From an optimization exercise on the open Yosys and OpenROAD flow, aimed at small area, a short achievable clock period and few clock cycles; shortcuts taken in it are not production practice.
RTL that was checked went through simulation tests only; none was proved equivalent to the original.
For runs 1, 2, 4 and 5, only the layout was checked, not whether the RTL still works.
The flow treats the clock pin as an ideal source, which a real chip does not have.
Power figures rest on the tool's default switching activity, not on a simulated workload.

==> flow/design.v <==
`default_nettype none
package rrts_pkg;
  typedef enum logic [2:0] {
    MODE_TICK   = 3'd0,
    MODE_SPAWN  = 3'd1,
    MODE_TERM   = 3'd2,
    MODE_BLOCK  = 3'd3,
    MODE_RESUME = 3'd4,
    MODE_SLEEP  = 3'd5,
    MODE_QUERY  = 3'd6,
    MODE_NOP    = 3'd7
  } mode_e;
  typedef enum logic [1:0] {
    STAT_OK       = 2'd0,
    STAT_NO_FREE  = 2'd1,
    STAT_NO_THR   = 2'd2,
    STAT_MAIN_SLP = 2'd3
  } status_e;
  typedef enum logic [1:0] {
    RS_READY   = 2'd0,
    RS_RUNNING = 2'd1,
    RS_BLOCKED = 2'd2
  } run_state_e;
  localparam logic [31:0] QuantaMax = 32'hFFFF_FFFF;
endpackage
`default_nettype wire
`default_nettype none
module rrts_sat_inc
(
  input  wire logic [31:0] a_i,
  output logic      [31:0] inc_o
);
  assign inc_o = (a_i == rrts_pkg::QuantaMax) ? a_i : a_i + 32'd1;
endmodule
`default_nettype wire
`default_nettype none
module round_robin_thread_scheduler
#(
  parameter int MAX_THREADS = 16
) (
  input  wire logic        clk_i,
  input  wire logic        rst_ni,
  input  wire logic        in_valid_i,
  output logic             in_stall_o,
  input  wire logic [2:0]  mode_i,
  input  wire logic [3:0]  thread_id_i,
  input  wire logic [15:0] sleep_quanta_i,
  output logic             out_valid_o,
  input  wire logic        out_stall_i,
  output logic [1:0]       status_o,
  output logic [31:0]      result_value_o,
  output logic [3:0]       running_thread_o,
  output logic             running_valid_o,
  output logic [31:0]      total_quanta_o
);
  localparam int N = 16;
  logic [N-1:0]  used_q, rdy_q, held_q, slp_q;
  logic [31:0]   ptq_q [N];
  logic [15:0]   dl_q  [N];
  logic [N*N-1:0] ob_q;
  logic [3:0]    cur_q;
  logic          curv_q;
  logic [31:0]   gq_q;
  logic          ov_q;
  logic [1:0]    st_q;
  logic [31:0]   val_q;
  logic          upd_q, qry_q, qv_q;
  logic          sw_q, pop_q, rq_q, fw_q;
  logic          spawn_q, term_q, blk_q, res_q, slpc_q;
  logic [3:0]    tgt_q;
  assign in_stall_o = ov_q | upd_q;
  logic accept;
  assign accept = in_valid_i & ~in_stall_o;
  function automatic logic older(input logic [N*N-1:0] m, input int i, input int j);
    older = (i < j) ? m[i*N+j] : ~m[j*N+i];
  endfunction
  logic [N-1:0] head_oh;
  always_comb begin
    for (int i = 0; i < N; i++) begin
      head_oh[i] = rdy_q[i];
      for (int j = 0; j < N; j++)
        if (j != i) head_oh[i] = head_oh[i] & (~rdy_q[j] | older(ob_q, i, j));
    end
  end
  logic [3:0] head;
  always_comb begin
    head = '0;
    for (int i = 0; i < N; i++) if (head_oh[i]) head = head | 4'(i);
  end
  logic qne;
  assign qne = |rdy_q;
  logic [3:0] fid;
  logic       anyfree;
  always_comb begin
    fid = '0;
    for (int i = N-1; i >= 0; i--) if (!used_q[i]) fid = 4'(i);
  end
  assign anyfree = ~&used_q;
  logic [3:0]  rsel_q;
  logic [31:0] rdat, rinc;
  assign rdat = ptq_q[rsel_q];
  rrts_sat_inc u_inc (.a_i(rdat), .inc_o(rinc));
  logic [31:0] gq_inc;
  rrts_sat_inc u_ginc (.a_i(gq_q), .inc_o(gq_inc));
  logic is_tick, is_spawn, is_term, is_blk, is_res, is_slp, is_qry;
  assign is_tick  = mode_i == rrts_pkg::MODE_TICK;
  assign is_spawn = mode_i == rrts_pkg::MODE_SPAWN;
  assign is_term  = mode_i == rrts_pkg::MODE_TERM;
  assign is_blk   = mode_i == rrts_pkg::MODE_BLOCK;
  assign is_res   = mode_i == rrts_pkg::MODE_RESUME;
  assign is_slp   = mode_i == rrts_pkg::MODE_SLEEP;
  assign is_qry   = mode_i == rrts_pkg::MODE_QUERY;
  logic usedt, runt, slp_ok, swx, sw;
  assign usedt  = used_q[thread_id_i];
  assign runt   = curv_q & (cur_q == thread_id_i);
  assign slp_ok = curv_q & (cur_q != 4'd0);
  assign swx    = ((is_term | is_blk) & usedt & runt) | (is_slp & slp_ok);
  assign sw     = is_tick | swx;
  logic [1:0] st_d;
  always_comb begin
    st_d = rrts_pkg::STAT_OK;
    if (is_spawn && !anyfree) st_d = rrts_pkg::STAT_NO_FREE;
    if ((is_term || is_blk || is_res || is_qry) && !usedt) st_d = rrts_pkg::STAT_NO_THR;
    if (is_slp && !curv_q) st_d = rrts_pkg::STAT_NO_THR;
    if (is_slp && curv_q && cur_q == 4'd0) st_d = rrts_pkg::STAT_MAIN_SLP;
  end
  logic [3:0] cur_d;
  logic       curv_d;
  always_comb begin
    cur_d  = cur_q;
    curv_d = curv_q;
    if (is_tick) begin
      if (qne) begin
        cur_d  = head;
        curv_d = 1'b1;
      end
    end else if (swx) begin
      cur_d  = qne ? head : 4'd0;
      curv_d = qne;
    end
  end
  logic [16:0] dsum;
  logic        dsat, fw_d;
  logic [15:0] dl_d;
  assign dsum = {1'b0, gq_q[15:0]} + {1'b0, sleep_quanta_i};
  assign dsat = dsum[16] & (&gq_q[31:16]);
  assign dl_d = dsat ? 16'hFFFF : dsum[15:0];
  assign fw_d = (sleep_quanta_i[15:1] == 15'd0) | (&gq_q[31:1]);
  always_ff @(posedge clk_i or negedge rst_ni) begin
    if (!rst_ni) begin
      ov_q   <= 1'b0;
      upd_q  <= 1'b0;
      qry_q  <= 1'b0;
      cur_q  <= 4'd0;
      curv_q <= 1'b1;
      rsel_q <= 4'd0;
      gq_q   <= 32'd1;
    end else begin
      upd_q <= accept;
      qry_q <= accept & is_qry;
      if (ov_q && !out_stall_i) ov_q <= 1'b0;
      if (qry_q) ov_q <= 1'b1;
      if (accept) begin
        ov_q   <= ~is_qry;
        cur_q  <= cur_d;
        curv_q <= curv_d;
        rsel_q <= is_qry ? thread_id_i : cur_d;
        if (sw) gq_q <= gq_inc;
      end
    end
  end
  always_ff @(posedge clk_i) begin
    if (accept) begin
      st_q  <= st_d;
      val_q <= (is_spawn && anyfree) ? 32'(fid) : 32'd0;
    end
    if (qv_q) val_q <= rdat;
  end
  always_ff @(posedge clk_i) begin
    sw_q    <= accept & sw;
    qv_q    <= accept & is_qry & usedt;
    pop_q   <= accept & sw & qne;
    rq_q    <= accept & is_tick & curv_q & qne;
    fw_q    <= accept & is_slp & slp_ok & fw_d;
    spawn_q <= accept & is_spawn & anyfree;
    term_q  <= accept & is_term & usedt;
    blk_q   <= accept & is_blk & usedt;
    res_q   <= accept & is_res & usedt;
    slpc_q  <= accept & is_slp & slp_ok;
    tgt_q   <= is_spawn ? fid : ((is_tick | is_slp) ? cur_q : thread_id_i);
  end
  always_ff @(posedge clk_i) begin
    for (int i = 1; i < N; i++)
      if (accept && is_slp && slp_ok && cur_q == 4'(i)) dl_q[i] <= dl_d;
  end
  logic [N-1:0] tsel, wake, push, rqsel;
  always_comb begin
    for (int i = 0; i < N; i++) begin
      tsel[i]  = tgt_q == 4'(i);
      rqsel[i] = rq_q & tsel[i];
      if (i == 0) wake[i] = 1'b0;
      else wake[i] = sw_q & used_q[i] & slp_q[i] & (dl_q[i] == gq_q[15:0]);
      push[i] = rqsel[i] | (wake[i] & ~held_q[i]) | ((fw_q | spawn_q) & tsel[i])
              | (res_q & tsel[i] & used_q[i] & ~rdy_q[i] & ~slp_q[i]
                 & ~(curv_q & cur_q == 4'(i)));
    end
  end
  always_ff @(posedge clk_i or negedge rst_ni) begin
    if (!rst_ni) begin
      used_q <= N'(1);
      rdy_q  <= '0;
      held_q <= '0;
      slp_q  <= '0;
    end else begin
      for (int i = 0; i < N; i++) begin
        if (tsel[i] && spawn_q) begin
          used_q[i] <= 1'b1;
          held_q[i] <= 1'b0;
          slp_q[i]  <= 1'b0;
        end
        if (tsel[i] && term_q) begin
          used_q[i] <= 1'b0;
          held_q[i] <= 1'b0;
          slp_q[i]  <= 1'b0;
        end
        if (tsel[i] && blk_q) held_q[i] <= 1'b1;
        if (tsel[i] && res_q) held_q[i] <= 1'b0;
        if (i != 0 && tsel[i] && slpc_q && !fw_q) slp_q[i] <= 1'b1;
        if (wake[i]) slp_q[i] <= 1'b0;
        if ((pop_q && cur_q == 4'(i)) || (tsel[i] && (term_q || blk_q))) rdy_q[i] <= 1'b0;
        if (push[i]) rdy_q[i] <= 1'b1;
      end
    end
  end
  always_ff @(posedge clk_i) begin
    for (int i = 0; i < N; i++)
      for (int j = i + 1; j < N; j++)
        if (push[i] || push[j]) ob_q[i*N+j] <= push[j] & ~(push[i] & rqsel[j]);
  end
  always_ff @(posedge clk_i or negedge rst_ni) begin
    if (!rst_ni) begin
      ptq_q[0] <= 32'd1;
    end else begin
      if (tsel[0] && spawn_q) ptq_q[0] <= '0;
      else if (sw_q && curv_q && rsel_q == 4'd0) ptq_q[0] <= rinc;
    end
  end
  always_ff @(posedge clk_i) begin
    for (int i = 1; i < N; i++) begin
      if (tsel[i] && spawn_q) ptq_q[i] <= '0;
      else if (sw_q && curv_q && rsel_q == 4'(i)) ptq_q[i] <= rinc;
    end
  end
  assign out_valid_o      = ov_q;
  assign status_o         = st_q;
  assign result_value_o   = val_q;
  assign running_thread_o = cur_q;
  assign running_valid_o  = curv_q;
  assign total_quanta_o   = gq_q;
endmodule
`default_nettype wire
==> flow/run.sh <==
#!/bin/bash
# synth_recipe.tcl (not shown) runs the flow's synth.tcl, then flattens the netlist and writes it again
# the make line also repeats each setting of config.mk as NAME=value (left out here)
make -C /OpenROAD-flow-scripts/flow DESIGN_CONFIG=/design/flow/config.mk WORK_HOME=/design/flow/orfs CLKGATE_MAP_FILE= SYNTH_SCRIPT=/design/flow/synth_recipe.tcl finish
==> flow/constraint.sdc <==
create_clock -name core_clock -period 12.0 [get_ports {clk_i}]
set_input_delay 2.4000 -clock core_clock [delete_from_list [all_inputs] [get_ports {clk_i}]]
set_output_delay 2.4000 -clock core_clock [all_outputs]
set_load 0.01 [all_outputs]
==> flow/config.mk <==
export PLATFORM = sky130hd
export DESIGN_NAME = round_robin_thread_scheduler
export DESIGN_NICKNAME = round_robin_thread_scheduler
export VERILOG_FILES = /design/flow/design.v
export SDC_FILE = /design/flow/constraint.sdc
export NUM_CORES = 8
export LEC_CHECK = 0
export CAP_MARGIN = 20
export CORE_MARGIN = 2
export CORE_UTILIZATION = 40
export SETUP_SLACK_MARGIN = 5
export SLEW_MARGIN = 20
==> results.txt, run 1 <==
Post-CTS sizing: 0
CTS sink count: 1,026
Mapped Area: 47,320 sq um
Nets: 4,680
Initial drt markers: 5,618
Full die area: 121,100 sq um
Layout cell share with drive strength beyond 1: 0.1007
Worst-path clk slew: 0.06 ns
CP max-delay cell: xnor2_2
Worst-Margin Slew: 1.138 ns
Post-synth top area share: 0.2500
Fin. max-slew vios: 0
H-tree depth: 3
Starting Density: 0.4019
Layout area overhead: 12.75%
Final hold violation count: 0
Most Crowded Layer GR: met2
Post-synth ARST share: 0.1345
HPWL after DPL: 118.3 mm
Hold worst-path end: ptq_q[6][2]$_SDFFE_PP0P_
Clk Latency, worst-skew pair: 0.76 ns
Worst setup margin: 5.594 ns
Overflow left after global routing: 0
Post-synthesis compound-gate area fraction: 0.2156
HP Class: reg -> reg
Max cap viols: 0
Overall routing resource usage: 0.2992
Finished Layout Cells: 6,266
Via/cell ratio: 6.355
Worst vdd ir: 0.1598 mV
Gpl congestion: 0.9702
Fin Clk Skew: 0.04652 ns
Worst path most repeated cell: buf_4
Mapped Cells: 4,679
DRC: 0
Syn_nets: 4,725
Vias in the first global route: 37.65k
Largest family of logic cells by synthesized area: compound AO/OA/AOI/OAI gates
Post-synthesis mux area share: 0.02184
Pre-CTS setup slack: 5.793 ns
Switching portion of total power: 0.4160
Reg2Reg Depth: 18
Worst hold path cell count: 1
Storage cell area: 25,190 sq um
Synth Register Bits: 1,026
Met2 GRT Util: 0.4659
Seq pwr share: 0.355
Adder-Cell Fraction of Synth Area: 0.005182
Post-Synth XOR/XNOR Area: 0.05906
Seq/Total Area, Yosys: 0.5321
Slew headroom: 0.2218
TritonCTS Buffers: 111
Top cell type by total area after synthesis: edfxtp_1
Pleak: 20.29 nW
Drt first pass iters: 6
R2R Setup Slk: 5.59 ns
Comb pwr share: 0.351
Endpoints failing setup: 0
Minimum clock period: 6.406 ns
Final ANT Viol Nets: 0
Placed instance count: 6,057
Power density cells: 219.4 nW/um^2
Post-Synth Simple-Gate Area: 0.1226
Post-CTS setup buffers: 0
Hold wc startpoint: ptq_q[6][2]$_SDFFE_PP0P_
Period utilization: 0.5338
Final wirelength: 185.3 mm
Critical Path Max Stage Delay: 0.77 ns
Synth area leaders: edfxtp_1 (25%), dfxtp_1 (21%), dfrtp_1 (7.1%)
CP arrival: 7.00 ns
IO Pins: 100
CP top delay family: buffers and inverters
Critical Path RT: 12.59 ns
Worst path cell trace: buf_4, buf_4, nor2b_2, buf_4, a22oi_1, o211ai_1, o21ai_1, a21oi_1, ha_1, o21ai_0, a31oi_1, and2_1, nand4_2, nor4_4, buf_4, nor3_1, xnor2_2, o21ai_0
R2R Path End: ptq_q[0][23]$_DFFE_PN0P_
Clk pwr share: 0.294
Most frequent cells after synthesis: a21oi_1 (514), o21ai_0 (514), dfxtp_1 (494), edfxtp_1 (394), nand2_1 (368)
Status: timing/DRC/antenna clean
Wire per inst: 29.57 um
Die W: 348.0 um
Area of the multi-input gates: 20,360 sq um
M1 GR Usage: 0.3946
Max Freq: 156.1 MHz
PortBufs: 99
Via Count: 39.82k
Core Region: 117,800 sq um
Reg-to-reg critical path startpoint: rsel_q[2]$_DFFE_PN0P_
Max Root-Sink Buffers: 3
Maximum fanout along the worst path: 39
Die H: 348.0 um
Synth unique cells: 108
Buffers and inverters on the worst path: 4
Startpoint types: flop
Post-synth EDFFs: 394
First-pass GRT wire length: 267.9 mm
CP endpoint kind: flop
Root buffer cell: clkbuf_16
Avg Cell Area, Syn: 10.11 sq um
Synth Flop Type: dfxtp_1
Internal: 6.837 mW
NetSw: 4.870 mW
Hold_buf cts: 0
Rows: 126
Post-Route Setup TNS: 0 ns
RSZ-0062 raised after global routing: false
Fill cells: 10.96k
Largest net degree at the start of global routing: 79
CTS tree: yes
Setup Crit Path Kind: reg -> reg
Initial antenna violation count: 10
Met3 Use GR: 0.06727
Yosys warns: 3
[flip-flops by register name, indices dropped and copies added, names as in the netlist, 2 cells and up]
name    flops
dl_q      240
st_q        2
slp_q      15
gq_q       32
rsel_q      4
used_q     16
cur_q       4
ob_q      120
held_q     15
tgt_q       4
rdy_q      16
ptq_q     512
val_q      32
[cell type report]
class                      instances  area share
clock buffer                     149     0.05759
clock inverter                    58    0.009825
multi-input combinational       3193      0.3816
inverter                          63    0.004432
tap                             1536     0.03602
timing repair buffer             239     0.03829
sequential                      1026      0.4722
antenna                            2  0.00009379
[metal layers]
| layer | up-vias | share of wire |
|---|---|---|
| met5 | - | 0.00047 |
| met4 | 14 | 0.054 |
| met3 | 562 | 0.10 |
| met2 | 2418 | 0.45 |
| met1 | 19602 | 0.40 |
| li1 | 17226 | - |
[kinds of logic (layout without fill, tap and decap cells)]
group	count (synthesis)	after routing
adder cells (fa/ha/maj)	19	19
XOR/XNOR	311	311
AND/OR/NAND/NOR	1136	1136
flip-flops	1026	1026
multiplexers	90	90
other	0	2
AO/OA/AOI/OAI	1637	1637
buffers and inverters	460	509
[cells in the final DEF (no fill, tap or decap), types with 26 or more instances in the layout]
master / n
a21oi_1: 513
nor3_1: 122
a221oi_1: 36
mux2i_1: 47
a22oi_1: 60
clkinv_2: 26
and2_1: 57
nor4_1: 53
nand2b_1: 35
xor2_1: 198
inv_1: 58
buf_4: 140
mux2_2: 35
edfxtp_1: 394
dfxtp_1: 494
o22ai_1: 46
dfrtp_1: 130
a31oi_1: 29
o21ai_0: 512
nor2_1: 156
nand2_1: 368
o21a_1: 31
a21oi_2: 34
xnor2_1: 102
nand3_1: 85
nand3b_1: 55
clkdlybuf4s50_1: 98
a22o_1: 143
nand4_1: 57
clkbuf_16: 113
[power by group through the flow]
stage	clock network, mW	logic, mW	registers [mW]
5_1_grt	3.60	4.24	4.16
3_3_place_gp	0	3.92	4.20
3_5_place_dp	0	3.96	4.20
4_1_cts	3.46	3.97	4.13
6_report	3.44	4.11	4.15
2_1_floorplan	0	2.61	3.99
[how the worst max path moves through the flow]
stage	to	slack, ns	startpoint	cells after the start
after floorplan	dl_q[10][10]$_DFFE_PP_	6.76	sleep_quanta_i[0]	14
after global placement	ptq_q[0][21]$_DFFE_PN0P_	5.52	rsel_q[2]$_DFFE_PN0P_	18
after detailed placement	gq_q[31]$_DFFE_PN0P_	5.79	mode_i[0]	12
after CTS	ptq_q[0][23]$_DFFE_PN0P_	5.77	rsel_q[2]$_DFFE_PN0P_	18
after global routing	ptq_q[0][23]$_DFFE_PN0P_	5.38	rsel_q[2]$_DFFE_PN0P_	18
final	ptq_q[0][23]$_DFFE_PN0P_	5.59	rsel_q[2]$_DFFE_PN0P_	18
[worst reg2reg max path, stage by stage, from the launching register on]
cell	delay, ns
dfrtp_4	0.58
buf_4	0.48
buf_4	0.54
nor2b_2	0.59
buf_4	0.35
a22oi_1	0.13
o211ai_1	0.19
o21ai_1	0.09
a21oi_1	0.42
ha_1	0.28
o21ai_0	0.10
a31oi_1	0.22
and2_1	0.19
nand4_2	0.28
nor4_4	0.36
buf_4	0.32
nor3_1	0.15
xnor2_2	0.77
o21ai_0	0.21
[per-stage QoR]
step	utilization	hold WS, ns	instance area (sq um)	total power [mW]
after floorplan	-	0.4369	47320	6.608
after global placement	0.4222	0.4548	49720	8.120
after detailed placement	0.4224	0.4591	49750	8.162
after CTS	0.4530	0.4806	53340	11.57
after global routing	0.4531	0.4912	53350	12.01
final	0.4531	0.4821	53360	11.71
==> run 2: changes to the inputs <==
==> flow/flow/run.sh (new file) <==
#!/bin/bash
# Standard layout with a tighter setup repair target (the clock stays at the design's period).
cp standard.sh standard_copy.txt
export SETUP_SLACK_MARGIN=${SETUP_SLACK_MARGIN_OVERRIDE:-7.5}
bash standard.sh > standard.log 2>&1
==> flow/standard.sh (new file) <==
#!/bin/bash
# synth_recipe.tcl (not shown) runs the flow's synth.tcl, then flattens the netlist and writes it again
# the make line also repeats each setting of config.mk as NAME=value (left out here)
make -C /OpenROAD-flow-scripts/flow DESIGN_CONFIG=/design/flow/config.mk WORK_HOME=/design/flow/orfs CLKGATE_MAP_FILE= SYNTH_SCRIPT=/design/flow/synth_recipe.tcl "${@:-finish}"
--- a/flow/config.mk
+++ b/flow/config.mk
@@ -10,3 +10,2 @@
 export CORE_UTILIZATION = 40
-export SETUP_SLACK_MARGIN = 5
 export SLEW_MARGIN = 20
removed: flow/run.sh
==> run 2 against run 1 <==
First-iteration DRC count up 3.8%. Critical endpoint is now dl_q[15][15]$_DFFE_PP_. Routed wire length grew 3.1%. Setup slack improved by 1.9 ns. Clock skew decreased by 0.0039 ns. Largest cell class unchanged. Final cell count up 2.0%. Non-clock buffer count is 116 higher. Clock power decreased by 1%. Flip-flop and latch count did not move. Power grew 8.7%. Area after synthesis unchanged.
==> results.txt, run 2 <==
CTS sink count: 1,026
Layout area overhead: 17.79%
Buffers and inverters on the worst path: 6
Power density cells: 228.4 nW/um^2
Root buffer cell: clkbuf_16
Critical Path Max Stage Delay: 0.28 ns
Initial drt markers: 5,829
Top cell type by total area after synthesis: edfxtp_1
Die W: 348.0 um
Worst setup margin: 7.486 ns
HP Class: reg -> reg
Starting Density: 0.4019
Area of the multi-input gates: 21,180 sq um
Largest regs: ptq_q (512), dl_q (240), ob_q (120)
Hold_buf cts: 0
Max reg flops: 512
Overall routing resource usage: 0.3046
Overflow left after global routing: 0
Post-Route Setup TNS: 0 ns
Via/cell ratio: 6.357
Fin. max-slew vios: 0
Synth Register Bits: 1,026
Mapped Area: 47,320 sq um
Status: timing/DRC/antenna clean
Die H: 348.0 um
Wire per inst: 29.90 um
Most common cell after layout, fill and taps aside: o21ai_0
Max cap viols: 0
H-tree depth: 3
Synth area leaders: edfxtp_1 (25%), dfxtp_1 (21%), dfrtp_1 (7.1%)
Largest Register: ptq_q
Critical Path RT: 12.49 ns
Layout cell share with drive strength beyond 1: 0.1434
Yosys warns: 3
Avg Cell Area, Syn: 10.11 sq um
Pleak: 21.27 nW
Worst path cell trace: buf_6, ha_4, inv_2, fa_2, nor2b_4, o21ai_1, nand2b_1, a21o_1, a31o_4, a31oi_4, a211oi_2, o31a_1, o21ai_4, buf_12, buf_12, buf_12, nand3_4, buf_12
Gpl congestion: 0.9648
Hold_ws: 0.4744 ns
Commonest cells after routing, fill and taps aside: o21ai_0 (510), a21oi_1 (508), dfxtp_1 (494)
Most frequent cells after synthesis: a21oi_1 (514), o21ai_0 (514), dfxtp_1 (494), edfxtp_1 (394), nand2_1 (368)
RSZ-0062 raised after global routing: true
First-pass GRT wire length: 271.8 mm
Via Count: 40.62k
Nets: 4,804
Drt first pass iters: 7
CP top delay family: compound AO/OA/AOI/OAI gates
Endpoints failing setup: 0
CP endpoint kind: flop
Worst-path clk slew: 0.06 ns
TritonCTS Buffers: 109
Core Region: 117,800 sq um
Post-synth top area share: 0.2500
Period utilization: 0.3762
HPWL after DPL: 113.5 mm
Mapped Cells: 4,679
IO Pins: 100
Initial antenna violation count: 5
Maximum fanout along the worst path: 8
Synth unique cells: 108
Fill cells: 10.71k
Pre-CTS setup slack: 5.635 ns
Minimum clock period: 4.514 ns
Worst-Margin Slew: 1.154 ns
Synth Flop Type: dfxtp_1
Max Root-Sink Buffers: 3
Rows: 126
Startpoint types: primary input
Largest net degree at the start of global routing: 73
Final wirelength: 191.0 mm
Syn_nets: 4,725
Post-synth ARST share: 0.1345
Vias in the first global route: 38.36k
Final ANT Viol Nets: 0
Seq/Total Area, Yosys: 0.5321
Worst path most repeated cell: buf_12
CP arrival: 5.01 ns
Clk Latency, worst-skew pair: 0.76 ns
Setup Crit Path Kind: in -> reg
Max Freq: 221.5 MHz
DRC: 0
PortBufs: 99
Worst vdd ir: 0.2138 mV
Fin Clk Skew: 0.04263 ns
Full die area: 121,100 sq um
Final hold violation count: 0
Slew headroom: 0.2254
CP max-delay cell: o31a_1
CTS tree: yes
Post-synth EDFFs: 394
Storage cell area: 25,210 sq um
==> run 2: power by group <==
part	switching, mW	internal, mW	leakage [nW]
Combinational	3.56	1.71	10.2
Clock	1.50	1.89	1.75
Sequential	0.229	3.84	9.33
==> run 2: metrics by stage <==
step / util / total power, mW / area, sq um / instances
after floorplan: - / 6.636 / 47600 / 4679
after global placement: 0.4241 / 8.183 / 49950 / 6059
after detailed placement: 0.4245 / 8.229 / 49990 / 6060
after CTS: 0.4680 / 12.19 / 55110 / 6343
after global routing: 0.4733 / 12.98 / 55740 / 6388
final: 0.4733 / 12.73 / 55740 / 6390
==> run 2: final cells by class <==
type,instances,share of cell area
Sequential cell,1026,0.4522
Inverter,63,0.004287
Antenna cell,2,0.00008979
Clock buffer,148,0.05484
Clock inverter,57,0.008687
Timing Repair Buffer,355,0.06539
Tap cell,1536,0.03448
Multi-Input combinational cell,3203,0.3800
==> run 2: path summary, 6_finish.rpt <==
check | cells after the start | start | endpoint | slack [ns]
worst max-delay path | 18 | sleep_quanta_i[0] | dl_q[15][15]$_DFFE_PP_ | 7.49
worst min-delay path | 1 | ptq_q[3][14]$_SDFFE_PP0P_ | ptq_q[3][14]$_SDFFE_PP0P_ | 0.47
worst max register to register | 12 | rsel_q[1]$_DFFE_PN0P_ | ptq_q[9][7]$_SDFFE_PP0P_ | 7.51
worst min register to register | 1 | ptq_q[3][14]$_SDFFE_PP0P_ | ptq_q[3][14]$_SDFFE_PP0P_ | 0.47
max in group asynchronous | 2 | rst_ni | rsel_q[3]$_DFFE_PN0P_ | 8.60
min in group asynchronous | 1 | rst_ni | gq_q[20]$_DFFE_PN0P_ | 1.70
==> run 2: cell families after synthesis <==
| family | Yosys count | share of synthesized area |
|---|---|---|
| DFF | 1026 | 0.5321 |
| adders and majority gates | 19 | 0.005182 |
| and+or+nand+nor | 1136 | 0.1226 |
| xor gates and xnor gates | 311 | 0.05906 |
| buffers and inverters | 460 | 0.04362 |
| AOI/OAI and AO/OA | 1637 | 0.2156 |
| muxes | 90 | 0.02184 |
==> run 2: what timing repair did <==
| action | in CTS | in global routing |
|---|---|---|
| buffers inserted | 65 | 42 |
| resized for setup | 148 | 52 |
| pin swaps | 27 | 24 |
| gates cloned | 13 | 3 |
| endpoints found under the setup margin | 982 | 649 |
==> run 2: routing by layer <==
metal | GRT usage | routed length, um
met1 | 0.3962 | 73900
met2 | 0.4683 | 83970
met3 | 0.07545 | 21350
met4 | 0.1604 | 11790
met5 | 0 | 27
==> run 3: changes to the inputs <==
--- a/flow/design.v
+++ b/flow/design.v
@@ -66,3 +66,3 @@
   logic [31:0]   val_q;
-  logic          upd_q, qry_q, qv_q;
+  logic          upd_q;
   logic          sw_q, pop_q, rq_q, fw_q;
@@ -98,5 +98,6 @@
   assign anyfree = ~&used_q;
-  logic [3:0]  rsel_q;
+  logic [3:0]  rsel;
   logic [31:0] rdat, rinc;
-  assign rdat = ptq_q[rsel_q];
+  assign rsel = in_stall_o ? cur_q : thread_id_i;
+  assign rdat = ptq_q[rsel];
   rrts_sat_inc u_inc (.a_i(rdat), .inc_o(rinc));
@@ -126,2 +127,8 @@
   end
+  logic [31:0] val_d;
+  always_comb begin
+    val_d = '0;
+    if (is_spawn && anyfree) val_d = 32'(fid);
+    if (is_qry && usedt) val_d = rdat;
+  end
   logic [3:0] cur_d;
@@ -152,6 +159,4 @@
       upd_q  <= 1'b0;
-      qry_q  <= 1'b0;
       cur_q  <= 4'd0;
       curv_q <= 1'b1;
-      rsel_q <= 4'd0;
       gq_q   <= 32'd1;
@@ -159,10 +164,7 @@
       upd_q <= accept;
-      qry_q <= accept & is_qry;
       if (ov_q && !out_stall_i) ov_q <= 1'b0;
-      if (qry_q) ov_q <= 1'b1;
       if (accept) begin
-        ov_q   <= ~is_qry;
+        ov_q   <= 1'b1;
         cur_q  <= cur_d;
         curv_q <= curv_d;
-        rsel_q <= is_qry ? thread_id_i : cur_d;
         if (sw) gq_q <= gq_inc;
@@ -174,5 +176,4 @@
       st_q  <= st_d;
-      val_q <= (is_spawn && anyfree) ? 32'(fid) : 32'd0;
-    end
-    if (qv_q) val_q <= rdat;
+      val_q <= val_d;
+    end
   end
@@ -180,3 +181,2 @@
     sw_q    <= accept & sw;
-    qv_q    <= accept & is_qry & usedt;
     pop_q   <= accept & sw & qne;
@@ -244,3 +244,3 @@
       if (tsel[0] && spawn_q) ptq_q[0] <= '0;
-      else if (sw_q && curv_q && rsel_q == 4'd0) ptq_q[0] <= rinc;
+      else if (sw_q && curv_q && cur_q == 4'd0) ptq_q[0] <= rinc;
     end
@@ -250,3 +250,3 @@
       if (tsel[i] && spawn_q) ptq_q[i] <= '0;
-      else if (sw_q && curv_q && rsel_q == 4'(i)) ptq_q[i] <= rinc;
+      else if (sw_q && curv_q && cur_q == 4'(i)) ptq_q[i] <= rinc;
     end
==> flow/run.sh (new file) <==
#!/bin/bash
# synth_recipe.tcl (not shown) runs the flow's synth.tcl, then flattens the netlist and writes it again
# the make line also repeats each setting of config.mk as NAME=value (left out here)
make -C /OpenROAD-flow-scripts/flow DESIGN_CONFIG=/design/flow/config.mk WORK_HOME=/design/flow/orfs CLKGATE_MAP_FILE= SYNTH_SCRIPT=/design/flow/synth_recipe.tcl finish
removed: flow/flow/run.sh
removed: flow/standard.sh
==> run 3 against run 2 <==
Power fell by 12%. Global-route usage down 0.86 points. Setup slack worse by 4.1 ns. Clock power rose by 3%. Sequential power is 4.9% higher. Flip-flop and latch count decreased by 6. Die area is 2.3% lower. Cell area down 6.1%. Combinational power down 35%. Hold slack worse by 0.015 ns. Critical path type unchanged. Highest routed layer unchanged.
==> results.txt, run 3 <==
Status: timing/DRC/antenna clean
Max Freq: 116.6 MHz
CTS sink count: 1,020
Layout area overhead: 13.31%
Setup crit start: thread_id_i[1]
Synth Flop Type: dfxtp_1
Fill cells: 10.77k
Overflow left after global routing: 0
Most frequent cells after synthesis: a21oi_1 (495), dfxtp_1 (493), o21ai_0 (436), edfxtp_1 (394), nand2_1 (385)
CP max-delay cell: clkdlybuf4s50_1
Starting Density: 0.4035
Syn_nets: 4,681
Post-Route Setup TNS: 0 ns
Critical Path RT: 12.56 ns
Hold wc startpoint: ptq_q[7][14]$_SDFFE_PP0P_
Total power: 11.21 mW
Initial antenna violation count: 11
RSZ-0062 raised after global routing: false
Final hold violation count: 0
Commonest cells after routing, fill and taps aside: a21oi_1 (494), dfxtp_1 (493), o21ai_0 (433)
Finished Layout Cells: 6,192
Worst-path clk slew: 0.06 ns
DRC: 0
Mapped Area: 46,200 sq um
Vias in the first global route: 36.55k
Pleak: 20.13 nW
Largest regs: ptq_q (512), dl_q (240), ob_q (120)
Placed instance count: 5,986
Overall routing resource usage: 0.2961
Fin. max-slew vios: 0
Design area: 52,350 sq um
Maximum fanout along the worst path: 56
Minimum clock period: 8.579 ns
Synth unique cells: 104
PortBufs: 99
Avg Cell Area, Syn: 9.968 sq um
Power density cells: 214.1 nW/um^2
HPWL after DPL: 106.6 mm
Buffers and inverters on the worst path: 2
Worst path cell trace: clkdlybuf4s50_1, nor4b_2, a31o_4, buf_4, a222oi_1, o22ai_1, o22ai_1, nor3_1, nand4b_1, or4_4, a2111oi_2, xor2_2, o21ai_0
First-pass GRT wire length: 257.1 mm
Setup Crit Path Kind: in -> reg
Final wirelength: 179.4 mm
Seq/Total Area, Yosys: 0.5418
Die H: 343.9 um
Gpl congestion: 0.9731
HP Class: reg -> reg
Nets: 4,631
Post-synth EDFFs: 394
CP arrival: 9.14 ns
Post-CTS sizing: 0
Mapped Cells: 4,635
Max Root-Sink Buffers: 3
Die W: 343.9 um
Largest net degree at the start of global routing: 69
Fin Clk Skew: 0.03205 ns
Storage cell area: 25,030 sq um
Worst vdd ir: 0.1600 mV
Via/cell ratio: 6.443
Largest Register: ptq_q
Drt first pass iters: 7
Area of the multi-input gates: 19,420 sq um
Layout cell share with drive strength beyond 1: 0.09515
H-tree depth: 3
Most common cell after layout, fill and taps aside: a21oi_1
Most frequent cell after synthesis: a21oi_1
Rows: 124
Worst path most repeated cell: o22ai_1
Max reg flops: 512
Startpoint types: primary input
Period utilization: 0.7149
TritonCTS Buffers: 109
Area after DPL: 48,610 sq um
Max cap viols: 0
Post-synth ARST share: 0.1304
Final ANT Viol Nets: 0
Root buffer cell: clkbuf_16
Worst-Margin Slew: 1.181 ns
Yosys warns: 3
Initial drt markers: 6,612
Top cell type by total area after synthesis: edfxtp_1
Slew headroom: 0.2097
Reg-to-reg critical path startpoint: ov_q$_DFFE_PN0P_
Endpoints failing setup: 0
Hold_buf cts: 0
Critical Path Max Stage Delay: 0.92 ns
CTS tree: yes
Post-synth top area share: 0.2561
Via Count: 39.90k
Post-CTS setup buffers: 0
Full die area: 118,200 sq um
Synth area leaders: edfxtp_1 (26%), dfxtp_1 (21%), dfrtp_1 (7.0%)
CP endpoint kind: flop
Clk Latency, worst-skew pair: 0.72 ns
IO Pins: 100
Wire per inst: 28.97 um
CP top delay family: simple AND/OR/NAND/NOR gates
Core Region: 114,500 sq um
Synth Register Bits: 1,020
Hold_ws: 0.4591 ns
[run 3: cell types whose count changed after synthesis, sizes merged, moves of 29 or more]
cell    before  now
a21oi      550  521
nor3       143   69
a22o       143   84
mux2        36    3
mux2i       47    8
a211oi      22   73
nor2       166  333
a22oi       60  175
nand3b      58    4
a222oi      11   49
o21ai      518  445
[run 3: through the flow]
stage	worst slack (ns)	util
CTS	3.612	0.4567
global route	3.294	0.4572
detailed placement	2.877	0.4246
finish	3.421	0.4572
floorplan	5.364	-
global placement	3.002	0.4244
[run 3: cell families after synthesis]
family                     count (synthesis)  share of synthesized area
and+or+nand+nor                         1134                     0.1151
adders and majority gates                 19                   0.005308
DFF                                     1020                     0.5418
AOI/OAI and AO/OA                       1657                     0.2288
buffers and inverters                    481                    0.04466
xor gates and xnor gates                 308                    0.05936
muxes                                     16                   0.004902
[run 3: final timing paths]
path / to / slack (ns) / cells past startpoint
hold reg to reg: ptq_q[7][14]$_SDFFE_PP0P_ / 0.46 / 2
max in group asynchronous: used_q[7]$_DFFE_PN0P_ / 8.67 / 2
setup / recovery: ptq_q[0][29]$_DFFE_PN0P_ / 3.42 / 13
min in group asynchronous: ov_q$_DFFE_PN0P_ / 1.79 / 1
hold / removal: ptq_q[7][14]$_SDFFE_PP0P_ / 0.46 / 2
setup reg to reg: ptq_q[0][29]$_DFFE_PN0P_ / 4.97 / 13
[run 3: tightest hold or removal path, stage by stage, from the launching register on]
cell,delay (ns)
dfxtp_1,0.31
nand2_1,0.05
a21oi_1,0.05
[run 3: metal layers]
metal | vias to the layer above | global-route usage | part of all wire
met3 | 504 | 0.06642 | 0.12
li1 | 17025 | - | -
met2 | 2889 | 0.4333 | 0.42
met5 | - | 0 | 0.00035
met4 | 10 | 0.1160 | 0.041
met1 | 19467 | 0.4242 | 0.41
[run 3: layout make-up]
class | count | area share
clock buffers | 148 | 0.05884
multi-input cells | 3134 | 0.3710
inverters | 89 | 0.006381
repair buffers | 231 | 0.03788
flip-flops and latches | 1020 | 0.4782
diodes | 3 | 0.0001434
well taps | 1512 | 0.03613
clock inverters | 55 | 0.01150
[run 3: power by group]
| part | leakage, nW | internal (mW) | switching, mW |
|---|---|---|---|
| Combinational | 9.07 | 1.04 | 2.40 |
| Clock | 1.81 | 2.02 | 1.48 |
| Sequential | 9.26 | 3.97 | 0.297 |
Testbench counts of run 3, summed over its fixed seeds: cycles 48,000.
==> run 4: changes to the inputs <==
--- a/flow/design.v
+++ b/flow/design.v
@@ -66,4 +66,4 @@
   logic [31:0]   val_q;
-  logic          upd_q;
-  logic          sw_q, pop_q, rq_q, fw_q;
+  logic          upd_q, qry_q, qv_q;
+  logic          sw_q, pop_q, rq_q;
   logic          spawn_q, term_q, blk_q, res_q, slpc_q;
@@ -98,6 +98,8 @@
   assign anyfree = ~&used_q;
-  logic [3:0]  rsel;
-  logic [31:0] rdat, rinc;
-  assign rsel = in_stall_o ? cur_q : thread_id_i;
-  assign rdat = ptq_q[rsel];
+  logic [N-1:0] rsel_q, rsel_d;
+  logic [31:0]  rdat, rinc;
+  always_comb begin
+    rdat = '0;
+    for (int i = 0; i < N; i++) rdat = rdat | (ptq_q[i] & {32{rsel_q[i]}});
+  end
   rrts_sat_inc u_inc (.a_i(rdat), .inc_o(rinc));
@@ -127,8 +129,2 @@
   end
-  logic [31:0] val_d;
-  always_comb begin
-    val_d = '0;
-    if (is_spawn && anyfree) val_d = 32'(fid);
-    if (is_qry && usedt) val_d = rdat;
-  end
   logic [3:0] cur_d;
@@ -148,9 +144,20 @@
   end
-  logic [16:0] dsum;
-  logic        dsat, fw_d;
-  logic [15:0] dl_d;
-  assign dsum = {1'b0, gq_q[15:0]} + {1'b0, sleep_quanta_i};
-  assign dsat = dsum[16] & (&gq_q[31:16]);
-  assign dl_d = dsat ? 16'hFFFF : dsum[15:0];
-  assign fw_d = (sleep_quanta_i[15:1] == 15'd0) | (&gq_q[31:1]);
+  always_comb begin
+    rsel_d = '0;
+    if (is_qry) rsel_d[thread_id_i] = 1'b1;
+    else if ((is_tick || swx) && qne) rsel_d = head_oh;
+    else if (!swx && curv_q) rsel_d[cur_q] = 1'b1;
+  end
+  logic [16:0] dsum_q;
+  logic        dovf_q, fwq_q;
+  always_ff @(posedge clk_i) begin
+    dsum_q <= {1'b0, gq_q[15:0]} + {1'b0, sleep_quanta_i};
+    dovf_q <= &gq_q[31:16];
+    fwq_q  <= (sleep_quanta_i[15:1] == 15'd0) | (&gq_q[31:1]);
+  end
+  logic [N-1:0] dhit_q;
+  always_ff @(posedge clk_i) begin
+    dhit_q[0] <= 1'b0;
+    for (int i = 1; i < N; i++) dhit_q[i] <= dl_q[i] == gq_inc[15:0];
+  end
   always_ff @(posedge clk_i or negedge rst_ni) begin
@@ -159,4 +166,6 @@
       upd_q  <= 1'b0;
+      qry_q  <= 1'b0;
       cur_q  <= 4'd0;
       curv_q <= 1'b1;
+      rsel_q <= N'(1);
       gq_q   <= 32'd1;
@@ -164,7 +173,10 @@
       upd_q <= accept;
+      qry_q <= accept & is_qry;
       if (ov_q && !out_stall_i) ov_q <= 1'b0;
+      if (qry_q) ov_q <= 1'b1;
       if (accept) begin
-        ov_q   <= 1'b1;
+        ov_q   <= ~is_qry;
         cur_q  <= cur_d;
         curv_q <= curv_d;
+        rsel_q <= rsel_d;
         if (sw) gq_q <= gq_inc;
@@ -176,4 +188,5 @@
       st_q  <= st_d;
-      val_q <= val_d;
-    end
+      val_q <= (is_spawn && anyfree) ? 32'(fid) : 32'd0;
+    end
+    if (qv_q) val_q <= rdat;
   end
@@ -181,5 +194,5 @@
     sw_q    <= accept & sw;
+    qv_q    <= accept & is_qry & usedt;
     pop_q   <= accept & sw & qne;
     rq_q    <= accept & is_tick & curv_q & qne;
-    fw_q    <= accept & is_slp & slp_ok & fw_d;
     spawn_q <= accept & is_spawn & anyfree;
@@ -191,5 +204,9 @@
   end
+  logic        fw;
+  logic [15:0] dl_d;
+  assign dl_d = dsum_q[15:0] | {16{dsum_q[16] & dovf_q}};
+  assign fw   = slpc_q & fwq_q;
   always_ff @(posedge clk_i) begin
     for (int i = 1; i < N; i++)
-      if (accept && is_slp && slp_ok && cur_q == 4'(i)) dl_q[i] <= dl_d;
+      if (slpc_q && tgt_q == 4'(i)) dl_q[i] <= dl_d;
   end
@@ -201,4 +218,4 @@
       if (i == 0) wake[i] = 1'b0;
-      else wake[i] = sw_q & used_q[i] & slp_q[i] & (dl_q[i] == gq_q[15:0]);
-      push[i] = rqsel[i] | (wake[i] & ~held_q[i]) | ((fw_q | spawn_q) & tsel[i])
+      else wake[i] = sw_q & used_q[i] & slp_q[i] & dhit_q[i];
+      push[i] = rqsel[i] | (wake[i] & ~held_q[i]) | ((fw | spawn_q) & tsel[i])
               | (res_q & tsel[i] & used_q[i] & ~rdy_q[i] & ~slp_q[i]
@@ -227,3 +244,3 @@
         if (tsel[i] && res_q) held_q[i] <= 1'b0;
-        if (i != 0 && tsel[i] && slpc_q && !fw_q) slp_q[i] <= 1'b1;
+        if (i != 0 && tsel[i] && slpc_q && !fw) slp_q[i] <= 1'b1;
         if (wake[i]) slp_q[i] <= 1'b0;
@@ -239,15 +256,13 @@
   end
+  logic [31:0]  pwd;
+  logic [N-1:0] pwe;
+  assign pwd = rinc & {32{~spawn_q}};
+  assign pwe = ({N{spawn_q}} & tsel) | ({N{sw_q}} & rsel_q);
   always_ff @(posedge clk_i or negedge rst_ni) begin
-    if (!rst_ni) begin
-      ptq_q[0] <= 32'd1;
-    end else begin
-      if (tsel[0] && spawn_q) ptq_q[0] <= '0;
-      else if (sw_q && curv_q && cur_q == 4'd0) ptq_q[0] <= rinc;
-    end
-  end
-  always_ff @(posedge clk_i) begin
-    for (int i = 1; i < N; i++) begin
-      if (tsel[i] && spawn_q) ptq_q[i] <= '0;
-      else if (sw_q && curv_q && cur_q == 4'(i)) ptq_q[i] <= rinc;
-    end
+    if (!rst_ni) ptq_q[0] <= 32'd1;
+    else if (pwe[0]) ptq_q[0] <= pwd;
+  end
+  always_ff @(posedge clk_i) begin
+    for (int i = 1; i < N; i++)
+      if (pwe[i]) ptq_q[i] <= pwd;
   end
==> flow/flow/run.sh (new file) <==
#!/bin/bash
# Standard layout with a tighter setup repair target (the clock stays at the design's period),
# a clock tree of smaller buffers, larger sink clusters and no dummy loads, and port buffers
# sized up before clock tree synthesis.
cp standard.sh standard_copy.txt
export SETUP_SLACK_MARGIN=${SETUP_SLACK_MARGIN_OVERRIDE:-7.5}
export CTS_ARGS="-sink_clustering_enable -repair_clock_nets -dont_use_dummy_load -sink_clustering_size 24 -sink_clustering_max_diameter 80 -buf_list {sky130_fd_sc_hd__clkbuf_16}"
export PRE_CTS_TCL=$PWD/flow/iobuf.tcl
bash standard.sh > standard.log 2>&1
==> flow/flow/iobuf.tcl (new file) <==
# Size up the port buffers: the standard flow leaves slow delay cells or small buffers on the
# ports whose paths already meet the repair target.
proc iobuf_fix { inst } {
  set cell [get_property $inst ref_name]
  if { [string match "*dly*" $cell] || [string match "*__buf_1" $cell] || [string match "*__buf_2" $cell] } {
    puts "iobuf: [get_full_name $inst] $cell -> sky130_fd_sc_hd__buf_4"
    replace_cell [get_full_name $inst] sky130_fd_sc_hd__buf_4
  }
}
foreach port [all_outputs] {
  set net [get_nets -quiet [get_full_name $port]]
  if { $net == "" } { continue }
  foreach pin [get_pins -quiet -of_objects $net -filter "direction == output"] {
    iobuf_fix [get_cells -of_objects $pin]
  }
}
foreach port [all_inputs] {
  set name [get_full_name $port]
  if { $name == "clk_i" } { continue }
  set net [get_nets -quiet $name]
  if { $net == "" } { continue }
  foreach pin [get_pins -quiet -of_objects $net -filter "direction == input"] {
    iobuf_fix [get_cells -of_objects $pin]
  }
}
==> flow/standard.sh (new file) <==
#!/bin/bash
# synth_recipe.tcl (not shown) runs the flow's synth.tcl, then flattens the netlist and writes it again
# the make line also repeats each setting of config.mk as NAME=value (left out here)
make -C /OpenROAD-flow-scripts/flow DESIGN_CONFIG=/design/flow/config.mk WORK_HOME=/design/flow/orfs CLKGATE_MAP_FILE= SYNTH_SCRIPT=/design/flow/synth_recipe.tcl "${@:-finish}"
removed: flow/run.sh
==> run 4 against run 3 <==
Non-clock buffer count shrank 7. Via count shrank 11%. Maximum frequency grew 94%. Utilization shrank 2.0 points. Highest routed layer unchanged. Synthesized cell count shrank 15%. Critical endpoint is now dhit_q[15]$_DFF_P_. Critical path depth grew 1. Setup slack gained 4.2 ns. Sequential power grew 15%. Register-to-register slack gained 2.6 ns.
==> results.txt, run 4 <==
Area after DPL: 51,640 sq um
Full die area: 124,900 sq um
Final wirelength: 167.2 mm
Reg2Reg Depth: 14
Setup crit start: gq_q[1]$_DFFE_PN0P_
Post-Route Utilization: 0.4376
Initial antenna violation count: 6
Worst path most repeated cell: buf_4
Gpl congestion: 0.9826
Final hold violation count: 0
Via/cell ratio: 6.435
Overall routing resource usage: 0.2602
Critical path depth in cells: 14
Power density cells: 181.9 nW/um^2
Status: timing/DRC/antenna clean
Avg Cell Area, Syn: 12.46 sq um
Post-synth ARST share: 0.1401
Worst vdd ir: 0.1438 mV
Mapped Cells: 3,921
PortBufs: 99
Worst-path clk slew: 0.09 ns
Max Freq: 226.0 MHz
Overflow left after global routing: 0
Period utilization: 0.3687
Critical path endpoint: dhit_q[15]$_DFF_P_
Largest regs: ptq_q (512), dl_q (240), ob_q (120)
CP max-delay cell: nor4_1
Slew headroom: 0.1908
Commonest cells after routing, fill and taps aside: edfxtp_1 (874), nand2_1 (356), buf_4 (214)
Layout cell share with drive strength beyond 1: 0.1042
CP arrival: 5.04 ns
Fin Clk Skew: 0.08180 ns
Maximum fanout along the worst path: 20
CTS tree: yes
Synth unique cells: 93
Seq/Total Area, Yosys: 0.6335
Clk Latency, worst-skew pair: 0.72 ns
HPWL after DPL: 103.3 mm
Core Region: 121,600 sq um
Fill cells: 11.17k
Post-Route Setup TNS: 0 ns
Most common cell after layout, fill and taps aside: edfxtp_1
Critical Path Max Stage Delay: 0.58 ns
R2R Setup Slk: 7.58 ns
Hold_ws: 0.4897 ns
Startpoint types: flop
Minimum clock period: 4.424 ns
Most frequent cell after synthesis: edfxtp_1
CP top delay family: simple AND/OR/NAND/NOR gates
CP endpoint kind: flop
Die W: 353.5 um
Mapped Area: 48,850 sq um
RSZ-0062 raised after global routing: true
Worst-Margin Slew: 1.203 ns
Nets: 3,973
Worst path cell trace: buf_4, ha_2, buf_6, nand2_2, nor4_4, buf_4, buf_4, nand4_1, buf_4, and2_1, xnor2_4, xnor2_1, nor4_1, and4_1
R2R Path End: dhit_q[15]$_DFF_P_
Largest Register: ptq_q
Critical Path RT: 12.62 ns
Drt first pass iters: 7
Total power: 9.676 mW
Via Count: 35.66k
First-pass GRT wire length: 241.1 mm
Post-synth EDFFs: 874
Die H: 353.5 um
Synth Register Bits: 1,071
IO Pins: 100
CTS sink count: 1,071
Post-synth top area share: 0.5373
Wire per inst: 30.17 um
Synth area leaders: edfxtp_1 (54%), dfrtp_1 (7.4%), xnor2_1 (3.2%)
Reg-to-reg critical path startpoint: gq_q[1]$_DFFE_PN0P_
Buffers and inverters on the worst path: 5
Final ANT Viol Nets: 0
Top cell type by total area after synthesis: edfxtp_1
Yosys warns: 3
Largest net degree at the start of global routing: 71
Max cap viols: 0
Endpoints failing setup: 0
Fin. max-slew vios: 0
Max reg flops: 512
TritonCTS Buffers: 59
Vias in the first global route: 34.10k
Layout area overhead: 8.886%
HP Class: reg -> reg
Pleak: 18.67 nW
Setup Crit Path Kind: reg -> reg
Syn_nets: 3,976
Starting Density: 0.4019
Rows: 128
DRC: 0
Synth Flop Type: edfxtp_1
Design area: 53,190 sq um
Most frequent cells after synthesis: edfxtp_1 (874), nand2_1 (365), a21oi_1 (207), clkbuf_1 (191), xnor2_1 (178)
Initial drt markers: 4,771
[run 4: how the worst min path moves through the flow]
stage / to / cells past startpoint / from / slack (ns)
2_1_floorplan: ptq_q[0][28]$_DFFE_PN0P_ / 2 / ptq_q[0][28]$_DFFE_PN0P_ / 0.44
3_3_place_gp: ptq_q[0][30]$_DFFE_PN0P_ / 2 / ptq_q[0][30]$_DFFE_PN0P_ / 0.47
3_5_place_dp: ptq_q[0][21]$_DFFE_PN0P_ / 2 / ptq_q[0][21]$_DFFE_PN0P_ / 0.47
4_1_cts: ptq_q[0][0]$_DFFE_PN1P_ / 2 / ptq_q[0][0]$_DFFE_PN1P_ / 0.49
5_1_grt: ptq_q[0][8]$_DFFE_PN0P_ / 1 / ptq_q[0][8]$_DFFE_PN0P_ / 0.51
6_report: ptq_q[0][0]$_DFFE_PN1P_ / 2 / ptq_q[0][0]$_DFFE_PN1P_ / 0.49
[run 4: cell families after synthesis]
| family | Yosys count | synth area share |
|---|---|---|
| muxes | 12 | 0.003765 |
| adders and majority gates | 29 | 0.007530 |
| AOI/OAI and AO/OA | 1082 | 0.1590 |
| buffers and inverters | 367 | 0.03110 |
| xor gates and xnor gates | 292 | 0.05397 |
| and+or+nand+nor | 1068 | 0.1111 |
| DFF | 1071 | 0.6335 |
[run 4: stage by stage]
step / setup slack (ns) / std cells
final: 7.576 / 5542
after global routing: 7.460 / 5541
after CTS: 7.512 / 5532
after detailed placement: 6.027 / 5469
after global placement: 6.029 / 5469
after floorplan: 7.413 / 3921
[run 4: layout make-up]
type | instances | area (sq um) | share of cell area
Multi-Input combinational cell | 2483 | 16680 | 0.3136
Antenna cell | 1 | 2.502 | 0.00004705
Clock buffer | 59 | 1476 | 0.02776
Inverter | 79 | 296.5 | 0.005575
Tap cell | 1625 | 2033 | 0.03823
Timing Repair Buffer | 224 | 1730 | 0.03253
Sequential cell | 1071 | 30970 | 0.5823
[run 4: where the power goes]
part           leakage (nW)  internal, mW  total, mW  switching [mW]
logic                  7.72         0.803       2.70            1.89
clock network         0.727         0.869       2.05            1.18
registers              10.2          4.69       4.93           0.236
[run 4: worst min-delay path: cells and delay by family (launching register included)]
family / cells / cell delay (ns)
flip-flops: 1 / 0.38
AND/OR/NAND/NOR: 1 / 0.04
AO/OA/AOI/OAI: 1 / 0.07
[run 4: routing by layer]
metal / GRT usage / part of all wire / vias up
met4: 0.08877 / 0.037 / 6
met5: 0 / 0.00026 / -
met2: 0.4060 / 0.45 / 2036
met3: 0.04577 / 0.095 / 374
li1: - / - / 15111
met1: 0.3671 / 0.41 / 18133
[run 4: repair_timing]
item,CTS,global route
gates resized for setup,18,19
buffers inserted,4,5
endpoints found under the setup margin,275,337
hold buffers,0,0
pin swaps,1,3
==> run 5: changes to the inputs <==
==> flow/flow/run.sh (replaced) <==
#!/bin/bash
# Standard layout with a tighter setup repair target (the clock stays at the design's period),
# a clock tree of smaller buffers, larger sink clusters and no dummy loads, and port buffers
# sized up before clock tree synthesis.
cp standard.sh standard_copy.txt
export SETUP_SLACK_MARGIN=${SETUP_SLACK_MARGIN_OVERRIDE:-8.0}
export CTS_ARGS="-sink_clustering_enable -repair_clock_nets -dont_use_dummy_load -sink_clustering_size 22 -sink_clustering_max_diameter 100 -buf_list {sky130_fd_sc_hd__clkbuf_16}"
export PRE_CTS_TCL=$PWD/flow/iobuf.tcl
bash standard.sh > standard.log 2>&1
==> run 5 against run 4 <==
Sequential share of layout area down 1.1 points. Sequential power barely moved. Global-route usage increased by 0.84 points. Maximum frequency increased by 8.7%. Clock power is essentially flat. Routed wire length increased by 3.5%. Largest cell class unchanged. Final cell count is 1.1% higher. Critical endpoint is now gq_q[23]$_DFFE_PN0P_. Cell area rose by 2.1%. Critical path type is now in -> reg. Setup slack better by 0.35 ns. Die area stayed put. Clock skew increased by 0.037 ns. Area after synthesis unchanged. Still clean.
==> results.txt, run 5 <==
Post-synth top area share: 0.5373
Mapped Area: 48,850 sq um
Critical Path RT: 12.58 ns
Yosys warns: 3
RSZ-0062 raised after global routing: true
Setup crit start: thread_id_i[0]
Reg-to-reg critical path startpoint: gq_q[7]$_DFFE_PN0P_
Initial antenna violation count: 4
Synth Register Bits: 1,071
Drt first pass iters: 9
Pleak: 19.14 nW
Power density cells: 182.7 nW/um^2
Via Count: 36.13k
Post-synth EDFFs: 874
Initial drt markers: 4,627
Max reg flops: 512
CP endpoint kind: flop
Critical Path Max Stage Delay: 0.50 ns
Gpl congestion: 0.9715
Core Region: 121,600 sq um
Worst path cell trace: buf_8, buf_12, mux4_2, mux4_2, nand4_1, o21a_1, nand2b_4, buf_12, nor3_4, and4_1, xor2_1
Rows: 128
Period utilization: 0.3392
Commonest cells after routing, fill and taps aside: edfxtp_1 (874), nand2_1 (350), buf_4 (237)
Maximum fanout along the worst path: 5
Most frequent cells after synthesis: edfxtp_1 (874), nand2_1 (365), a21oi_1 (207), clkbuf_1 (191), xnor2_1 (178)
Full die area: 124,900 sq um
Post-Route Setup TNS: 0 ns
DRT met1 WL: 70.00 mm
Starting Density: 0.4019
Seq/Total Area, Yosys: 0.6335
Met2 wire len: 79.00 mm
Synth Flop Type: edfxtp_1
HPWL after DPL: 104.9 mm
Hold wc startpoint: ptq_q[0][0]$_DFFE_PN1P_
Hold_buf cts: 0
HP Class: reg -> reg
Max cap viols: 0
Largest regs: ptq_q (512), dl_q (240), ob_q (120)
Top cell type by total area after synthesis: edfxtp_1
Vias in the first global route: 34.41k
PortBufs: 99
Worst vdd ir: 0.1261 mV
DRC: 0
Fin Clk Skew: 0.1191 ns
Post-synth ARST share: 0.1401
Wire per inst: 30.87 um
Worst-path clk slew: 0.09 ns
Die H: 353.5 um
Minimum clock period: 4.071 ns
Met3 wire length: 17.22 mm
Overall routing resource usage: 0.2685
Most common cell after layout, fill and taps aside: edfxtp_1
Worst-Margin Slew: 1.205 ns
Most frequent cell after synthesis: edfxtp_1
Max Freq: 245.7 MHz
TritonCTS Buffers: 57
Clk Latency, worst-skew pair: 0.74 ns
Endpoints failing setup: 0
Synth unique cells: 93
Largest Register: ptq_q
Final ANT Viol Nets: 0
Slew headroom: 0.1891
Setup Crit Path Kind: in -> reg
Layout cell share with drive strength beyond 1: 0.1338
Status: timing/DRC/antenna clean
Top layer in use: met5
Final wirelength: 173.0 mm
CP max-delay cell: mux4_2
Nets: 4,033
CTS sink count: 1,071
Overflow left after global routing: 0
Syn_nets: 3,976
Final hold violation count: 0
CTS tree: yes
Startpoint types: primary input
Synth area leaders: edfxtp_1 (54%), dfrtp_1 (7.4%), xnor2_1 (3.2%)
CP arrival: 4.65 ns
Largest net degree at the start of global routing: 92
IO Pins: 100
Die W: 353.5 um
Total power: 9.917 mW
Mapped Cells: 3,921
Fin. max-slew vios: 0
Layout area overhead: 11.12%
Via/cell ratio: 6.449
Avg Cell Area, Syn: 12.46 sq um
First-pass GRT wire length: 247.3 mm
-- run 5: power breakdown --
| group | switching [mW] | internal [mW] | leakage [nW] |
|---|---|---|---|
| clock network | 1.19 | 0.842 | 0.702 |
| logic | 2.06 | 0.918 | 8.22 |
| registers | 0.209 | 4.69 | 10.2 |
| total | 3.46 | 6.45 | 19.1 |
-- run 5: layout make-up --
| class | instances | area, sq um |
|---|---|---|
| flip-flops and latches | 1071 | 30990 |
| well taps | 1625 | 2033 |
| fillers | 11031 | 67270 |
| diodes | 2 | 5.005 |
| clock buffers | 57 | 1426 |
| multi-input cells | 2483 | 17060 |
| inverters | 79 | 300.3 |
| repair buffers | 286 | 2471 |
-- run 5: cells by family after synthesis --
group,after synthesis,synth area share
AOI/OAI and AO/OA,1082,0.1590
and+or+nand+nor,1068,0.1111
xor gates and xnor gates,292,0.05397
buffers and inverters,367,0.03110
adders and majority gates,29,0.007530
muxes,12,0.003765
DFF,1071,0.6335
-- run 5: timing repair --
item | 4_1_cts | 5_1_grt
endpoints found under the setup margin | 565 | 488
setup buffers | 37 | 16
gates resized for setup | 99 | 67
cloned | 2 | 0
pin swaps | 13 | 30
-- run 5: worst paths after layout --
| check | end | slack, ns | depth (start not counted) |
|---|---|---|---|
| setup / recovery | gq_q[23]$_DFFE_PN0P_ | 7.93 | 11 |
| hold / removal | ptq_q[0][0]$_DFFE_PN1P_ | 0.49 | 2 |
| setup reg to reg | dhit_q[5]$_DFF_P_ | 8.08 | 7 |
| hold reg to reg | ptq_q[0][0]$_DFFE_PN1P_ | 0.49 | 2 |
| max in group asynchronous | rsel_q[8]$_DFFE_PN0P_ | 8.52 | 2 |
| min in group asynchronous | ptq_q[0][24]$_DFFE_PN0P_ | 1.83 | 1 |
-- run 5: critical path, delay by kind of cell --
family	cells	cell delay (ns)
multiplexers	2	1.00
XOR/XNOR	1	0.13
AND/OR/NAND/NOR	4	0.57
buffers and inverters	3	0.36
AO/OA/AOI/OAI	1	0.16
-- run 5: routing by layer --
layer  up-vias  track usage
li1      15233            -
met1     18427       0.3706
met2      2067       0.4245
met3       399      0.05015
met4         8      0.09591
met5         -            0
-- run 5: metrics by stage --
stage	setup WS, ns	cells	cell area (sq um)	util	hold WS (ns)
global placement	6.231	5487	51860	0.4266	0.4651
CTS	7.975	5584	53840	0.4429	0.4918
floorplan	7.413	3921	49050	-	0.4445
detailed placement	6.209	5488	51890	0.4269	0.4715
finish	7.929	5603	54280	0.4466	0.4934
global route	7.830	5601	54280	0.4465	0.5124
==> run 6: changes to the inputs <==
--- a/flow/design.v
+++ b/flow/design.v
@@ -66,3 +66,3 @@
   logic [31:0]   val_q;
-  logic          upd_q, qry_q, qv_q;
+  logic          stall_q, qry_q, qv_q;
   logic          sw_q, pop_q, rq_q;
@@ -70,3 +70,3 @@
   logic [3:0]    tgt_q;
-  assign in_stall_o = ov_q | upd_q;
+  assign in_stall_o = stall_q;
   logic accept;
@@ -165,3 +165,3 @@
       ov_q   <= 1'b0;
-      upd_q  <= 1'b0;
+      stall_q <= 1'b0;
       qry_q  <= 1'b0;
@@ -172,3 +172,3 @@
     end else begin
-      upd_q <= accept;
+      stall_q <= accept | qry_q | (ov_q & out_stall_i);
       qry_q <= accept & is_qry;
--- a/flow/flow/run.sh
+++ b/flow/flow/run.sh
@@ -5,3 +5,3 @@
 cp standard.sh standard_copy.txt
-export SETUP_SLACK_MARGIN=${SETUP_SLACK_MARGIN_OVERRIDE:-8.0}
+export SETUP_SLACK_MARGIN=${SETUP_SLACK_MARGIN_OVERRIDE:-8.4}
 export CTS_ARGS="-sink_clustering_enable -repair_clock_nets -dont_use_dummy_load -sink_clustering_size 22 -sink_clustering_max_diameter 100 -buf_list {sky130_fd_sc_hd__clkbuf_16}"
==> run 6 against run 5 <==
Register-to-register slack improved by 0.13 ns. Non-clock buffer count rose by 123. Maximum frequency increased by 5.7%. Cell area increased by 3.9%. Setup slack better by 0.22 ns. Clock power fell by 2%. Via count is 0.48% lower. Global-route usage up 0.34 points. Count of clock-buffer cells in the layout shrank 1. Utilization grew 2.5 points. Flip-flop and latch count unchanged. Still clean on timing, DRC and antenna. Power shrank 4.3%.
==> results.txt, run 6 <==
CP top delay family: flip-flops
Maximum fanout along the worst path: 4
Largest regs: ptq_q (512), dl_q (240), ob_q (120)
RSZ-0062 raised after global routing: true
Vias in the first global route: 34.11k
R2R Path End: ptq_q[10][25]$_DFFE_PP_
TritonCTS Buffers: 56
Commonest cells after routing, fill and taps aside: edfxtp_1 (874), nand2_1 (336), buf_4 (242)
Synth unique cells: 87
CTS sink count: 1,071
Max reg flops: 512
R2R Setup Slk: 8.21 ns
Core Region: 119,700 sq um
Critical Path Max Stage Delay: 0.67 ns
Post-Route Utilization: 0.4712
Max cap viols: 0
CP endpoint kind: primary output
Power density cells: 168.4 nW/um^2
Top cell type by total area after synthesis: edfxtp_1
N_diodes: 0
HP Class: reg -> reg
Initial antenna violation count: 4
Endpoints failing setup: 0
Full die area: 123,300 sq um
CP max-delay cell: dfstp_4
Fin. max-slew vios: 0
Final hold violation count: 0
Wire per inst: 30.68 um
Clk Latency, worst-skew pair: 0.71 ns
Startpoint types: flop
Period utilization: 0.3210
HPWL after DPL: 97.41 mm
Synth area leaders: edfxtp_1 (54%), dfrtp_1 (7.5%), xnor2_1 (2.8%)
Rows: 127
Overall routing resource usage: 0.2719
Buffers and inverters on the worst path: 1
Avg Cell Area, Syn: 12.60 sq um
Mapped Cells: 3,823
Minimum clock period: 3.853 ns
Post-synth top area share: 0.5447
Most frequent cells after synthesis: edfxtp_1 (874), nand2_1 (349), a21oi_1 (199), clkbuf_1 (195), o21ai_0 (159)
Fin Clk Skew: 0.09872 ns
Seq/Total Area, Yosys: 0.6422
Worst path cell trace: buf_6
CP arrival: 1.45 ns
Via/cell ratio: 6.395
DRC: 0
Most frequent cell after synthesis: edfxtp_1
Largest Register: ptq_q
Synth Register Bits: 1,071
Post-Route Setup TNS: 0 ns
PortBufs: 99
Syn_nets: 3,878
Layout cell share with drive strength beyond 1: 0.1960
Nets: 4,068
Worst vdd ir: 0.1130 mV
Setup Crit Path Kind: reg -> out
Initial drt markers: 4,826
Worst setup margin: 8.147 ns
Post-synth EDFFs: 874
Setup crit start: gq_q[0]$_DFFE_PN1P_
Reg2Reg Depth: 10
Hold_buf cts: 0
Gpl congestion: 0.9449
Worst-Margin Slew: 1.285 ns
Most common cell after layout, fill and taps aside: edfxtp_1
Critical Path RT: 9.60 ns
Via Count: 35.96k
Synth Flop Type: edfxtp_1
CTS tree: yes
Layout area overhead: 17.01%
Largest net degree at the start of global routing: 63
Max Freq: 259.6 MHz
Finished Layout Cells: 5,623
Final ANT Viol Nets: 0
Total power: 9.494 mW
Placed instance count: 5,353
Pleak: 20.30 nW
Die W: 351.1 um
Yosys warns: 3
Reg-to-reg critical path startpoint: rsel_q[0]$_DFFE_PN1P_
Hold wc startpoint: qry_q$_DFF_PN0_
First-pass GRT wire length: 244.1 mm
Overflow left after global routing: 0
Starting Density: 0.4027
Status: timing/DRC/antenna clean
Worst-path clk slew: 0.09 ns
IO Pins: 100
Drt first pass iters: 6
Die H: 351.1 um
Mapped Area: 48,180 sq um
Post-synth ARST share: 0.1401
Slew headroom: 0.1430
Pre-CTS setup slack: 6.164 ns
Final wirelength: 172.5 mm
Critical path depth in cells: 1
Critical path endpoint: total_quanta_o[0]
run 6: final cells by class:
class | instances | area (sq um)
multi-input cells | 2405 | 17220
inverters | 69 | 279.0
repair buffers | 409 | 4446
well taps | 1612 | 2017
flip-flops and latches | 1071 | 31010
repair inverters | 1 | 11.26
clock buffers | 56 | 1401
fillers | 10564 | 63270
run 6: how the worst min path moves through the flow:
stage	cells after the start	endpoint	slack, ns
2_1_floorplan	2	stall_q$_DFF_PN0_	0.43
3_3_place_gp	2	stall_q$_DFF_PN0_	0.44
3_5_place_dp	2	stall_q$_DFF_PN0_	0.47
4_1_cts	2	stall_q$_DFF_PN0_	0.49
5_1_grt	2	stall_q$_DFF_PN0_	0.50
6_report	2	stall_q$_DFF_PN0_	0.48
run 6: power breakdown:
group | total (mW) | internal [mW] | leakage [nW] | switching [mW]
Sequential | 4.71 | 4.56 | 10.4 | 0.146
Combinational | 2.78 | 0.992 | 9.24 | 1.79
Clock | 2.00 | 0.829 | 0.690 | 1.17
run 6: per-stage QoR:
stage / hold WS [ns] / area, sq um
global placement: 0.4370 / 51020
floorplan: 0.4273 / 48440
global route: 0.5037 / 56380
finish: 0.4757 / 56380
detailed placement: 0.4703 / 51020
CTS: 0.4868 / 55190
run 6: logic make-up (layout without fill, tap and decap cells):
logic type,after synthesis,count (layout),share of synthesized area
flip-flops,1071,1071,0.6422
AND/OR/NAND/NOR,1048,1059,0.1104
AO/OA/AOI/OAI,1021,1021,0.1528
buffers and inverters,358,535,0.03158
XOR/XNOR,282,282,0.05180
adder cells (fa/ha/maj),28,28,0.007426
multiplexers,15,15,0.003713
run 6: timing repair:
| item | in CTS | in global routing |
|---|---|---|
| cloned | 20 | 10 |
| buffers inserted | 147 | 36 |
| pin swaps | 54 | 69 |
| setup endpoints to repair | 660 | 546 |
| gates resized for setup | 361 | 159 |
| endpoints found under the hold margin | 0 | 0 |
run 6: routing by layer:
layer | track usage | vias up | share of wire
met1 | 0.3597 | 18160 | 0.39
met4 | 0.1256 | 2 | 0.052
met3 | 0.03855 | 500 | 0.090
li1 | - | 15156 | -
met2 | 0.4431 | 2141 | 0.47
met5 | 0 | - | 0.000081
Testbench counts of run 6, summed over its fixed seeds: cycles 49,907.

==> re-timing with driven ports <==
No port has a modelled driver above. Below, the same layouts with a new extraction and two added sets of constraints. Step 1 assumes that a clkbuf_16 drives the clock port and a buf_2 every other input. Step 2 times the ports against the registers' clock, not the clock port: input delays grow and output delays shrink by t, the midpoint of the rising clock arrivals with the driver on. Three values: ideal ports, drivers, drivers and shift; two values: the first two.
run | shift t [ns] | setup slack, ns | worst setup path after step 2 | clock arrival spread, ns | cell pins on the clock port's net
run 1 | 0.809 | 5.594 / 5.594 / 5.594 | register to register | 0.050 / 0.051 | 1
run 2 | 0.814 | 7.486 / 7.453 / 6.704 | input to register | 0.043 / 0.042 | 1
run 3 | 0.772 | 3.421 / 3.350 / 2.579 | input to register | 0.033 / 0.033 | 1
run 4 | 0.750 | 7.576 / 7.576 / 6.865 | input to register | 0.082 / 0.082 | 1
run 5 | 0.764 | 7.929 / 7.932 / 7.193 | input to register | 0.119 / 0.120 | 1
run 6 | 0.737 | 8.147 / 8.071 / 7.414 | input to register | 0.099 / 0.099 | 1
After both steps setup and hold are still met in every run listed. For run 3, which loses most, drivers alone change the setup slack by -0.071 ns; drivers and shift together by -0.842 ns.
